Context: an optimization exercise on an open-source flow, tuned for small area and a short achievable clock period. The choices shown serve that exercise and are no tape-out recipe. In this exercise RTL edits were held to simulation tests only and were not proved equivalent to the original.

===== design/flow/run.sh =====
#!/bin/bash
# synth_recipe.tcl (not shown) runs the flow's synth.tcl, then flattens the netlist and writes it again
# the make line also repeats each setting of config.mk as NAME=value (left out here)
make -C /OpenROAD-flow-scripts/flow DESIGN_CONFIG=/design/flow/config.mk WORK_HOME=/design/flow/orfs CLKGATE_MAP_FILE= SYNTH_SCRIPT=/design/flow/synth_recipe.tcl finish

===== design/flow/config.mk =====
export PLATFORM = sky130hd
export DESIGN_NAME = ddc_core
export DESIGN_NICKNAME = ddc_core
export VERILOG_FILES = /design/flow/design.v
export SDC_FILE = /design/flow/constraint.sdc
export NUM_CORES = 4
export LEC_CHECK = 0
export CAP_MARGIN = 20
export CORE_MARGIN = 2
export CORE_UTILIZATION = 40
export SLEW_MARGIN = 20

===== design/flow/constraint.sdc =====
create_clock -name core_clock -period 8.0 [get_ports {ADC_CLK}]
set_input_delay 1.6000 -clock core_clock [delete_from_list [all_inputs] [get_ports {ADC_CLK}]]
set_output_delay 1.6000 -clock core_clock [all_outputs]
set_load 0.01 [all_outputs]

===== design/flow/design.v =====
package ddc_pkg;
    localparam int PHASE_W = 32;
    localparam int LUT_AW  = 8;
    localparam int ADC_W   = 12;
    localparam int MIX_W   = 16;
    localparam int CIC_N   = 3;
    localparam int CIC_R   = 64;
    typedef enum logic {PTR_I = 1'b0, PTR_Q = 1'b1} ptr_e;
    localparam int CIC_W = MIX_W + CIC_N * $clog2(CIC_R);
    localparam int DEC_W = $clog2(CIC_R);
    function automatic logic [10:0] quarter_sine(input logic [6:0] k);
        logic [10:0] v;
        case (k)
            7'd0:  v = 11'd0;    7'd1:  v = 11'd50;   7'd2:  v = 11'd100;  7'd3:  v = 11'd151;
            7'd4:  v = 11'd201;  7'd5:  v = 11'd251;  7'd6:  v = 11'd300;  7'd7:  v = 11'd350;
            7'd8:  v = 11'd399;  7'd9:  v = 11'd449;  7'd10: v = 11'd497;  7'd11: v = 11'd546;
            7'd12: v = 11'd594;  7'd13: v = 11'd642;  7'd14: v = 11'd690;  7'd15: v = 11'd737;
            7'd16: v = 11'd783;  7'd17: v = 11'd830;  7'd18: v = 11'd875;  7'd19: v = 11'd920;
            7'd20: v = 11'd965;  7'd21: v = 11'd1009; 7'd22: v = 11'd1052; 7'd23: v = 11'd1095;
            7'd24: v = 11'd1137; 7'd25: v = 11'd1179; 7'd26: v = 11'd1219; 7'd27: v = 11'd1259;
            7'd28: v = 11'd1299; 7'd29: v = 11'd1337; 7'd30: v = 11'd1375; 7'd31: v = 11'd1411;
            7'd32: v = 11'd1447; 7'd33: v = 11'd1483; 7'd34: v = 11'd1517; 7'd35: v = 11'd1550;
            7'd36: v = 11'd1582; 7'd37: v = 11'd1614; 7'd38: v = 11'd1644; 7'd39: v = 11'd1674;
            7'd40: v = 11'd1702; 7'd41: v = 11'd1729; 7'd42: v = 11'd1756; 7'd43: v = 11'd1781;
            7'd44: v = 11'd1805; 7'd45: v = 11'd1828; 7'd46: v = 11'd1850; 7'd47: v = 11'd1871;
            7'd48: v = 11'd1891; 7'd49: v = 11'd1910; 7'd50: v = 11'd1927; 7'd51: v = 11'd1944;
            7'd52: v = 11'd1959; 7'd53: v = 11'd1973; 7'd54: v = 11'd1986; 7'd55: v = 11'd1997;
            7'd56: v = 11'd2008; 7'd57: v = 11'd2017; 7'd58: v = 11'd2025; 7'd59: v = 11'd2032;
            7'd60: v = 11'd2037; 7'd61: v = 11'd2041; 7'd62: v = 11'd2045; 7'd63: v = 11'd2046;
            default: v = 11'd2047;
        endcase
        quarter_sine = v;
    endfunction
    function automatic logic signed [ADC_W-1:0] sine_lut(input logic [LUT_AW-1:0] a);
        logic [6:0]       idx;
        logic [ADC_W-1:0] mag;
        idx = a[6] ? (7'd64 - {1'b0, a[5:0]}) : {1'b0, a[5:0]};
        mag = {1'b0, quarter_sine(idx)};
        sine_lut = a[7] ? -$signed(mag) : $signed(mag);
    endfunction
endpackage
module cic_decim
#(
    parameter int N  = ddc_pkg::CIC_N,
    parameter int W  = ddc_pkg::CIC_W,
    parameter int OW = ddc_pkg::MIX_W
) (
    input  logic          clk,
    input  logic          rst_n,
    input  logic          strobe,
    input  logic [OW-1:0] din,
    output logic [OW-1:0] dout
);
    logic [N-1:0][W-1:0] integ_q, integ_d, dly_q, dly_d;
    logic [W-1:0]        comb_out;
    logic                unused_low;
    always_comb begin
        logic [W-1:0] acc;
        integ_d[0] = integ_q[0] + {{(W-OW){din[OW-1]}}, din};
        for (int k = 1; k < N; k++) begin
            integ_d[k] = integ_q[k] + integ_q[k-1];
        end
        acc = integ_q[N-1];
        for (int k = 0; k < N; k++) begin
            dly_d[k] = strobe ? acc : dly_q[k];
            acc      = acc - dly_q[k];
        end
        comb_out = acc;
    end
    assign dout       = comb_out[W-1 -: OW];
    assign unused_low = ^comb_out[W-OW-1:0];
    always_ff @(posedge clk or negedge rst_n) begin
        if (!rst_n) begin
            integ_q <= '0;
            dly_q   <= '0;
        end else begin
            integ_q <= integ_d;
            dly_q   <= dly_d;
        end
    end
endmodule
module ddc_core
#(
    parameter logic [ddc_pkg::PHASE_W-1:0] FTW_INIT    = 32'd0,
    parameter logic [ddc_pkg::PHASE_W-1:0] STEP_FINE   = 32'd1074,
    parameter logic [ddc_pkg::PHASE_W-1:0] STEP_COARSE = 32'd107374
) (
    input  logic             ADC_CLK,
    input  logic             RST_N,
    input  logic [ddc_pkg::ADC_W-1:0] ADC_IN,
    input  logic             ENC_SW,
    input  logic             ENC_DIR,
    input  logic             ENC_CNT,
    input  logic             ENC_CLK,
    input  logic             DATA_ACK,
    output logic [ddc_pkg::MIX_W-1:0] OUT,
    output logic             DATA_RDY
);
    logic [4:0] async_in, meta_q, sync_q;
    logic [2:0] prev_q, rise;
    logic       cnt_rise, push_rise, ack_rise;
    assign async_in  = {DATA_ACK, ENC_CLK, ENC_CNT, ENC_DIR, ENC_SW};
    assign rise      = sync_q[4:2] & ~prev_q;
    assign cnt_rise  = rise[0];
    assign push_rise = rise[1];
    assign ack_rise  = rise[2];
    logic [ddc_pkg::PHASE_W-1:0] ftw_q, ftw_d, phase_q, phase_d, step;
    always_comb begin
        step  = sync_q[0] ? STEP_COARSE : STEP_FINE;
        ftw_d = ftw_q;
        if (push_rise) begin
            ftw_d = FTW_INIT;
        end else if (cnt_rise) begin
            ftw_d = sync_q[1] ? ftw_q + step : ftw_q - step;
        end
        phase_d = phase_q + ftw_q;
    end
    logic [ddc_pkg::LUT_AW-1:0]           lut_addr;
    logic [1:0][ddc_pkg::ADC_W-1:0]       lo_q, lo_d;
    logic [ddc_pkg::ADC_W-1:0]            x_q, x_d;
    logic [1:0][ddc_pkg::MIX_W-1:0]       mix_q, mix_d, dec;
    logic [ddc_pkg::DEC_W-1:0]            cnt_q, cnt_d;
    logic                        strobe;
    assign lut_addr = phase_q[ddc_pkg::PHASE_W-1 -: ddc_pkg::LUT_AW];
    assign lo_d[0]  = ddc_pkg::sine_lut(lut_addr + ddc_pkg::LUT_AW'(1 << (ddc_pkg::LUT_AW - 2)));
    assign lo_d[1]  = ddc_pkg::sine_lut(lut_addr);
    assign x_d      = {~ADC_IN[ddc_pkg::ADC_W-1], ADC_IN[ddc_pkg::ADC_W-2:0]};
    assign cnt_d    = cnt_q + 1'b1;
    assign strobe   = (cnt_q == ddc_pkg::DEC_W'(ddc_pkg::CIC_R - 1));
    genvar gi;
    generate
        for (gi = 0; gi < 2; gi++) begin : g_arm
            logic signed [2*ddc_pkg::ADC_W-1:0] prod;
            logic                      unused_prod;
            assign prod        = $signed(x_q) * $signed(lo_q[gi]);
            assign mix_d[gi]   = prod[2*ddc_pkg::ADC_W-2 -: ddc_pkg::MIX_W];
            assign unused_prod = prod[2*ddc_pkg::ADC_W-1] ^ (^prod[2*ddc_pkg::ADC_W-ddc_pkg::MIX_W-2:0]);
            cic_decim #(.N(ddc_pkg::CIC_N), .W(ddc_pkg::CIC_W), .OW(ddc_pkg::MIX_W)) u_cic (
                .clk    (ADC_CLK),
                .rst_n  (RST_N),
                .strobe (strobe),
                .din    (mix_q[gi]),
                .dout   (dec[gi])
            );
        end
    endgenerate
    logic [ddc_pkg::MIX_W-1:0] out_q, out_d, hold_q, hold_d;
    logic             rdy_q, rdy_d;
    ddc_pkg::ptr_e             ptr_q, ptr_d;
    always_comb begin
        out_d  = out_q;
        hold_d = hold_q;
        rdy_d  = rdy_q;
        ptr_d  = ptr_q;
        if (strobe) begin
            out_d  = dec[0];
            hold_d = dec[1];
            rdy_d  = 1'b1;
            ptr_d  = ddc_pkg::PTR_I;
        end else if (ack_rise && rdy_q) begin
            if (ptr_q == ddc_pkg::PTR_I) begin
                out_d = hold_q;
                ptr_d = ddc_pkg::PTR_Q;
            end else begin
                rdy_d = 1'b0;
            end
        end
    end
    always_ff @(posedge ADC_CLK or negedge RST_N) begin
        if (!RST_N) begin
            meta_q  <= '0;
            sync_q  <= '0;
            prev_q  <= '0;
            ftw_q   <= FTW_INIT;
            phase_q <= '0;
            lo_q    <= '0;
            x_q     <= '0;
            mix_q   <= '0;
            cnt_q   <= '0;
            out_q   <= '0;
            hold_q  <= '0;
            rdy_q   <= 1'b0;
            ptr_q   <= ddc_pkg::PTR_I;
        end else begin
            meta_q  <= async_in;
            sync_q  <= meta_q;
            prev_q  <= sync_q[4:2];
            ftw_q   <= ftw_d;
            phase_q <= phase_d;
            lo_q    <= lo_d;
            x_q     <= x_d;
            mix_q   <= mix_d;
            cnt_q   <= cnt_d;
            out_q   <= out_d;
            hold_q  <= hold_d;
            rdy_q   <= rdy_d;
            ptr_q   <= ptr_d;
        end
    end
    assign OUT      = out_q;
    assign DATA_RDY = rdy_q;
endmodule

==> key figures, run 1 <==
Status
  – Outcome: complete, no violations

Placement
  – Estimated wirelength of the detail-placed design: about 80000 µm
  – Final Wtd Congestion: ~0.85
  – Port bufs: 35
  – Place WS: around 520 ps

Floorplan
  – Num ports: 36
  – Die W: between 300 and 400 µm
  – Die outline height: roughly 360 µm
  – Std cell rows: between 100 and 150
  – Die footprint: roughly 0.13 mm²
  – Core Box Area: 0.127 mm²
  – Initial Util: 40.1%

Clock tree
  – CTS tree: yes
  – Clock Latency Late Sink: 660 ps
  – Post-CTS setup buffer count: 0
  – CTS max path bufs: 3
  – CTS Buf Count: between 70 and 80
  – CTS Root Cell: clkbuf_16
  – CTS clk-pin slew, worst paths: ~60 ps
  – TritonCTS Sinks: roughly 590
  – H-tree levels: 3

GRT
  – Largest net degree at the start of global routing: 237
  – Vias in the first global route: around 38000
  – Congestion Overflow GR: 0
  – All-Layer GR Usage: approximately 16%
  – Initial antenna violation count: 1
  – First-pass GRT wire length: 181000 µm

Synthesis
  – Sequential share of the synthesized area: around 29%
  – Syn nets: between 6000 and 7000
  – Most used DFF post-synth: dfrtp_1
  – FF+latch count, synth: 591
  – Syn. warnings: 2
  – Syn Area/Cell: approximately 9.0 µm²
  – Cell Area, Synth: 0.0510 mm²
  – FFs w/ async S/R, synth: 100%
  – Post-synth EDFFs: 0
  – Distinct cell type count after synthesis: 105
  – Cell count after synthesis: roughly 5700

STA
  – RSZ-0062 raised after global routing: no
  – Fmax: between 0.1 and 0.15 GHz
  – Worst hold slack: approximately 350 ps
  – Worst Tran Pin Value: between 1000 and 1500 ps
  – Period Utilization, post-route: between 90 and 100%
  – Final slew viol count: 0
  – Slew Limit Headroom: a little under a third
  – Final Skew: between 30 and 40 ps
  – Setup TNS Final: 0 ps
  – Worst Slack Setup Final: 732 ps
  – Fin. Hold Viols: 0
  – Finish-stage setup viols: 0
  – Post-layout minimum cycle time: about 7300 ps

Setup path
  – Data arrival, critical path: ~7900 ps
  – CP required: approximately 8600 ps
  – Crit path max-delay cell type: fa_1
  – Critical path type: flip-flop to flip-flop
  – CP most frequent cell: a21oi_1
  – Crit Path Max Fanout: 5
  – Critical path startpoint category: flip-flop
  – Critical Path Max Stage Delay: roughly 400 ps
  – Crit end category: flip-flop

Finish
  – Layout net count: between 6000 and 7000
  – Fill cells: ~12000
  – Layout cells sized above 1: under 10%
  – Commonest non-fill, non-tap cell in the layout: nand2_1
  – Commonest non-fill, non-tap cells in the layout: nand2_1 (652), inv_1 (624), dfrtp_1 (591)
  – Area delta synth->final: 9.08%
  – Diodes inserted: 0

Detailed routing
  – Remaining DRCs: 0
  – Final wirelength: 104000 µm
  – DRT Pass-1 Iters: 7
  – Antenna-violating nets left: 0
  – Iteration-0 DRC Markers: between 2000 and 2500
  – Via density: 5.16
  – Vias: 38000
  – Wirelength per Cell: 14.1 µm

Job
  – Max_cap viols: 0

Min path
  – Worst min path class: flip-flop to flip-flop
[routing by layer]
metal,GRT usage (%),part of all wire (%),up-vias
met1,22.5,49,18100
met5,0,0,-
met3,2.24,3.4,131
met2,26.6,45,516
li1,-,-,19300
met4,3.72,2.0,0
[sequential cells by signal, indices dropped and copies added, names as in the netlist]
register and flops:
g_arm.u_cic.dly_q 204, g_arm.u_cic.integ_q 204, mix_q 32, ftw_q 31, phase_q 31, lo_q 24
hold_q 16, out_q 16, x_q 12, cnt_q 6, meta_q 5, sync_q 5
prev_q 3, ptr_q 1, rdy_q 1
[critical path, delay by kind of cell, from the launching register on]
family,cells,cell delay (ps)
adder cells (fa/ha/maj),4,1280
flip-flops,1,380
XOR/XNOR,3,600
AO/OA/AOI/OAI,18,3610
AND/OR/NAND/NOR,7,1190
buffers and inverters,2,120
[metrics by stage]
stage | area (µm²) | instances | util (%)
after floorplan | 51000 | 5658 | -
after global placement | 53100 | 7235 | 41.8
after detailed placement | 53100 | 7235 | 41.8
after CTS | 55600 | 7369 | 43.8
after global routing | 55600 | 7369 | 43.8
final | 55600 | 7369 | 43.8
[what timing repair did]
action                                  4_1_cts  5_1_grt
resized for setup                             0        4
endpoints found under the setup margin        0        2
hold endpoints to repair                      0        0
hold buffers                                  0        0
[cells by family after synthesis]
kind of cell | count (synthesis) | share of synthesized area, %
buf+inv | 775 | 5.81
xor+xnor | 455 | 7.92
fa+ha+maj | 844 | 24.8
simple gates | 1467 | 13.2
compound gates | 1481 | 18.3
flops | 591 | 29.0
mux | 45 | 1.01
[final cells by class]
type	count	area, µm²	share of cell area (%)
Clock buffer	101	2140	3.84
Clock inverter	33	362	0.650
Inverter	626	2350	4.22
Multi-Input combinational cell	4292	33300	59.8
Sequential cell	591	14800	26.6
Tap cell	1662	2080	3.74
Timing Repair Buffer	64	627	1.13
[final timing paths]
check | depth (start not counted) | slack, ps | startpoint | endpoint
min | 0 | 350 | meta_q[1]$_DFF_PN0_ | sync_q[1]$_DFF_PN0_
min reg2reg | 0 | 350 | meta_q[1]$_DFF_PN0_ | sync_q[1]$_DFF_PN0_
max in group asynchronous | 2 | 5580 | RST_N | g_arm[0].u_cic.integ_q[78]$_DFF_PN0_
max reg2reg | 34 | 730 | g_arm[1].u_cic.integ_q[68]$_DFF_PN0_ | hold_q[15]$_DFFE_PN0P_
min in group asynchronous | 1 | 980 | RST_N | g_arm[1].u_cic.dly_q[37]$_DFFE_PN0P_
max | 34 | 730 | g_arm[1].u_cic.integ_q[68]$_DFF_PN0_ | hold_q[15]$_DFFE_PN0P_
[cell usage after synthesis (21+ instances only)]
library cell / number / area (µm²)
and3_1: 42 / 263
nor2_1: 270 / 1010
o31ai_1: 23 / 173
and2_1: 105 / 657
nand2_1: 652 / 2450
dfrtp_1: 591 / 14800
o21ai_0: 420 / 2100
or3_1: 26 / 163
a21oi_1: 410 / 2050
o21a_1: 72 / 541
nor2b_1: 69 / 432
fa_1: 275 / 5510
o21bai_1: 55 / 413
buf_2: 21 / 105
nand2b_1: 72 / 450
o211ai_1: 32 / 240
xnor2_1: 318 / 2790
ha_1: 569 / 7120
a211oi_1: 38 / 285
a31oi_1: 33 / 206
nor3_1: 67 / 335
inv_1: 624 / 2340
a21o_1: 207 / 1550
nand4_1: 25 / 156
clkbuf_1: 111 / 417
mux2i_1: 22 / 220
xor2_1: 132 / 1160
nand3_1: 84 / 420
==> run 2, diff against run 1 <==
--- a/design/flow/config.mk
+++ b/design/flow/config.mk
@@ -7,2 +7,3 @@
 export LEC_CHECK = 0
+export ABC_CLOCK_PERIOD_IN_PS = 3000
 export CAP_MARGIN = 20
@@ -10,2 +11,3 @@
 export CORE_UTILIZATION = 40
+export SETUP_SLACK_MARGIN = 4.5
 export SLEW_MARGIN = 20
==> run 2 against run 1 <==
Net effect:
- via count increased by 4.7%
- setup slack better by 710 ps
- non-clock buffer count grew 310
- flip-flop and latch count stayed put
- final area grew 12%
- routed wire length rose by 11%
- critical endpoint is now out_q[11]$_DFFE_PN0P_
==> key figures, run 2 <==
Synthesis
  – Cell count after synthesis: ~5700
  – Synth area leader: dfrtp_1
  – FF+latch count, synth: ~600
  – Syn nets: 6521
  – Cell Area, Synth: about 0.051 mm²
  – Top cell type's share of synthesized area: between 20% and 30%
  – Syn Area/Cell: 9.01 µm²
  – Sequential share of the synthesized area: slightly below 30%
  – Distinct cell type count after synthesis: ~110
  – Most common cell in the synthesized netlist: nand2_1
  – Syn. warnings: 2
  – Most instantiated cells after synthesis: nand2_1 (652), inv_1 (624), dfrtp_1 (591)
  – Synth top area cells: dfrtp_1 (29%), ha_1 (14%), fa_1 (11%)
  – Post-synth EDFFs: 0
  – Most used DFF post-synth: dfrtp_1
  – FFs w/ async S/R, synth: 100%

STA
  – RSZ-0062 raised after global routing: yes
  – Fin. Hold Viols: 0
  – Final slew viol count: 0
  – Finish-stage setup viols: 0
  – Slew Limit Headroom: ~23%
  – Post-layout minimum cycle time: between 6000 and 7000 ps
  – Setup TNS Final: 0 ps
  – Worst Tran Pin Value: 1150 ps
  – Final Skew: ~56 ps
  – Worst hold slack: 346 ps
  – Fmax: 0.153 GHz
  – Period Utilization, post-route: approximately 80%
  – Worst Slack Setup Final: about 1400 ps

Setup path
  – Critical Path Max Stage Delay: between 400 and 500 ps
  – Data arrival, critical path: between 7000 and 8000 ps
  – CP required: between 8000 and 9000 ps
  – Crit end category: flip-flop
  – Critical path startpoint category: flip-flop
  – Crit Path Max Fanout: 3
  – Critical path type: flip-flop to flip-flop
  – Crit path max-delay cell type: or3_4

Finish
  – Layout cells sized above 1: between 10% and 20%
  – Area delta synth->final: 21.9%
  – Layout net count: 6827
  – Final Util: around half
  – Diodes inserted: 0
  – Fill cells: between 10000 and 15000
  – Largest regs: g_arm.u_cic.dly_q: 204 flops, g_arm.u_cic.integ_q: 204 flops, mix_q: 32 flops
  – Post-route cell area: a little over 0.06 mm²
  – Commonest non-fill, non-tap cells in the layout: nand2_1 (618), inv_1 (594), dfrtp_1 (552)
  – Commonest non-fill, non-tap cell in the layout: nand2_1

Clock tree
  – CTS Buf Count: 76
  – Clock Latency Late Sink: 660 ps
  – CTS max path bufs: 3
  – CTS Root Cell: clkbuf_16
  – CTS tree: yes
  – TritonCTS Sinks: 591
  – H-tree levels: 3
  – CTS clk-pin slew, worst paths: about 60 ps
  – Hold buffers post-CTS: 0

GRT
  – First-pass GRT wire length: between 150000 and 200000 µm
  – Largest net degree at the start of global routing: around 260
  – Congestion Overflow GR: 0
  – Initial antenna violation count: 0
  – Vias in the first global route: roughly 39000
  – All-Layer GR Usage: 17.1%

Detailed routing
  – Via density: approximately 5.2
  – Wirelength per Cell: 14.9 µm
  – Remaining DRCs: 0
  – Vias: roughly 40000
  – Antenna-violating nets left: 0
  – Iteration-0 DRC Markers: between 2000 and 2500
  – Final wirelength: ~110000 µm
  – DRT Pass-1 Iters: 5

Floorplan
  – Core Box Area: about 0.13 mm²
  – Die outline height: ~360 µm
  – Initial Util: between 40% and 50%
  – Num ports: 36
  – Die footprint: between 0.1 and 0.15 mm²
  – Die W: about 360 µm
  – Std cell rows: 131

Placement
  – Estimated wirelength of the detail-placed design: a little under 80000 µm
  – Place WS: 1110 ps
  – Placed cell area: approximately 0.054 mm²
  – Final Wtd Congestion: between 0.8 and 0.9
  – Port bufs: 35

Status
  – Outcome: complete, no violations

Job
  – Max_cap viols: 0

Min path
  – Worst min path class: flip-flop to flip-flop
## run 2: cell counts after synthesis
No cell type changed its count.
## run 2: worst max-delay path, delay by kind of cell (launching register included)
family                   cells  cell delay [ps]
adder cells (fa/ha/maj)      4             1070
buffers and inverters        5              430
AND/OR/NAND/NOR              3              580
flip-flops                   1              390
XOR/XNOR                     3              450
AO/OA/AOI/OAI               21             3480
## run 2: cell type report
| cell class | instances | area [µm²] | share of cell area, % |
|---|---|---|---|
| inverter | 626 | 2370 | 3.81 |
| clock buffer | 100 | 2100 | 3.38 |
| tap | 1662 | 2080 | 3.34 |
| multi-input combinational | 4295 | 36800 | 59.2 |
| sequential | 591 | 14900 | 23.9 |
| timing repair buffer | 374 | 3490 | 5.62 |
| clock inverter | 29 | 465 | 0.748 |
## run 2: timing repair
| action | 4_1_cts | 5_1_grt |
|---|---|---|
| resized for setup | 326 | 422 |
| endpoints found under the hold margin | 0 | 0 |
| setup buffers | 165 | 143 |
| pin swaps | 184 | 282 |
| gates cloned | 4 | 4 |
| setup endpoints to repair | 169 | 170 |
## run 2: metrics by stage
step,std cells
after floorplan,5658
after global placement,7232
after detailed placement,7232
after CTS,7530
after global routing,7677
final,7677
## run 2: routing by layer
metal / up-vias / part of all wire (%) / GRT usage (%)
met5: - / 0 / 0
met4: 0 / 2.3 / 4.42
met3: 181 / 3.0 / 2.19
met2: 577 / 47 / 28.3
met1: 19200 / 47 / 23.6
li1: 19900 / - / -
## run 2: cells by family (layout without fill, tap and decap cells)
family	after synthesis	in the layout	share of synthesized area (%)
compound gates	1481	1481	18.3
xor+xnor	455	458	7.92
fa+ha+maj	844	844	24.8
buf+inv	775	1129	5.81
flops	591	591	29.0
mux	45	45	1.01
simple gates	1467	1467	13.2
## run 2: path summary, 6_finish.rpt
check / start / end / slack, ps / cells past startpoint
worst max-delay path: g_arm[0].u_cic.integ_q[68]$_DFF_PN0_ / out_q[11]$_DFFE_PN0P_ / 1450 / 36
worst min-delay path: meta_q[0]$_DFF_PN0_ / sync_q[0]$_DFF_PN0_ / 350 / 0
worst max register to register: g_arm[0].u_cic.integ_q[68]$_DFF_PN0_ / out_q[11]$_DFFE_PN0P_ / 1450 / 36
worst min register to register: meta_q[0]$_DFF_PN0_ / sync_q[0]$_DFF_PN0_ / 350 / 0
max in group asynchronous: RST_N / mix_q[31]$_DFF_PN0_ / 5640 / 2
min in group asynchronous: RST_N / g_arm[1].u_cic.integ_q[32]$_DFF_PN0_ / 930 / 1

## re-timing with driven ports
No port has a modelled driver above. Below, the same layouts with a new extraction and two added sets of constraints. Step 1 assumes that a clkbuf_16 drives the clock port and a buf_2 every other input. Step 2, shift: input delay + t, output delay - t, t = (earliest + latest rising clock arrival at the registers) / 2. This alone moves slack from input paths to output paths. Three values: no drivers, after step 1, after step 2; two values: the first two.
| run | t (ns) | setup slack, ns | hold WS [ns] | worst setup path after step 2 | pins driven straight from the clock port |
|---|---|---|---|---|---|
| run 1 | 0.716 | 0.732 / 0.732 / 0.732 | 0.346 / 0.346 / 0.346 | register to register | 1 |
| run 2 | 0.705 | 1.445 / 1.445 / 1.445 | 0.346 / 0.346 / 0.346 | register to register | 1 |
After both steps setup and hold are still met in every run listed.
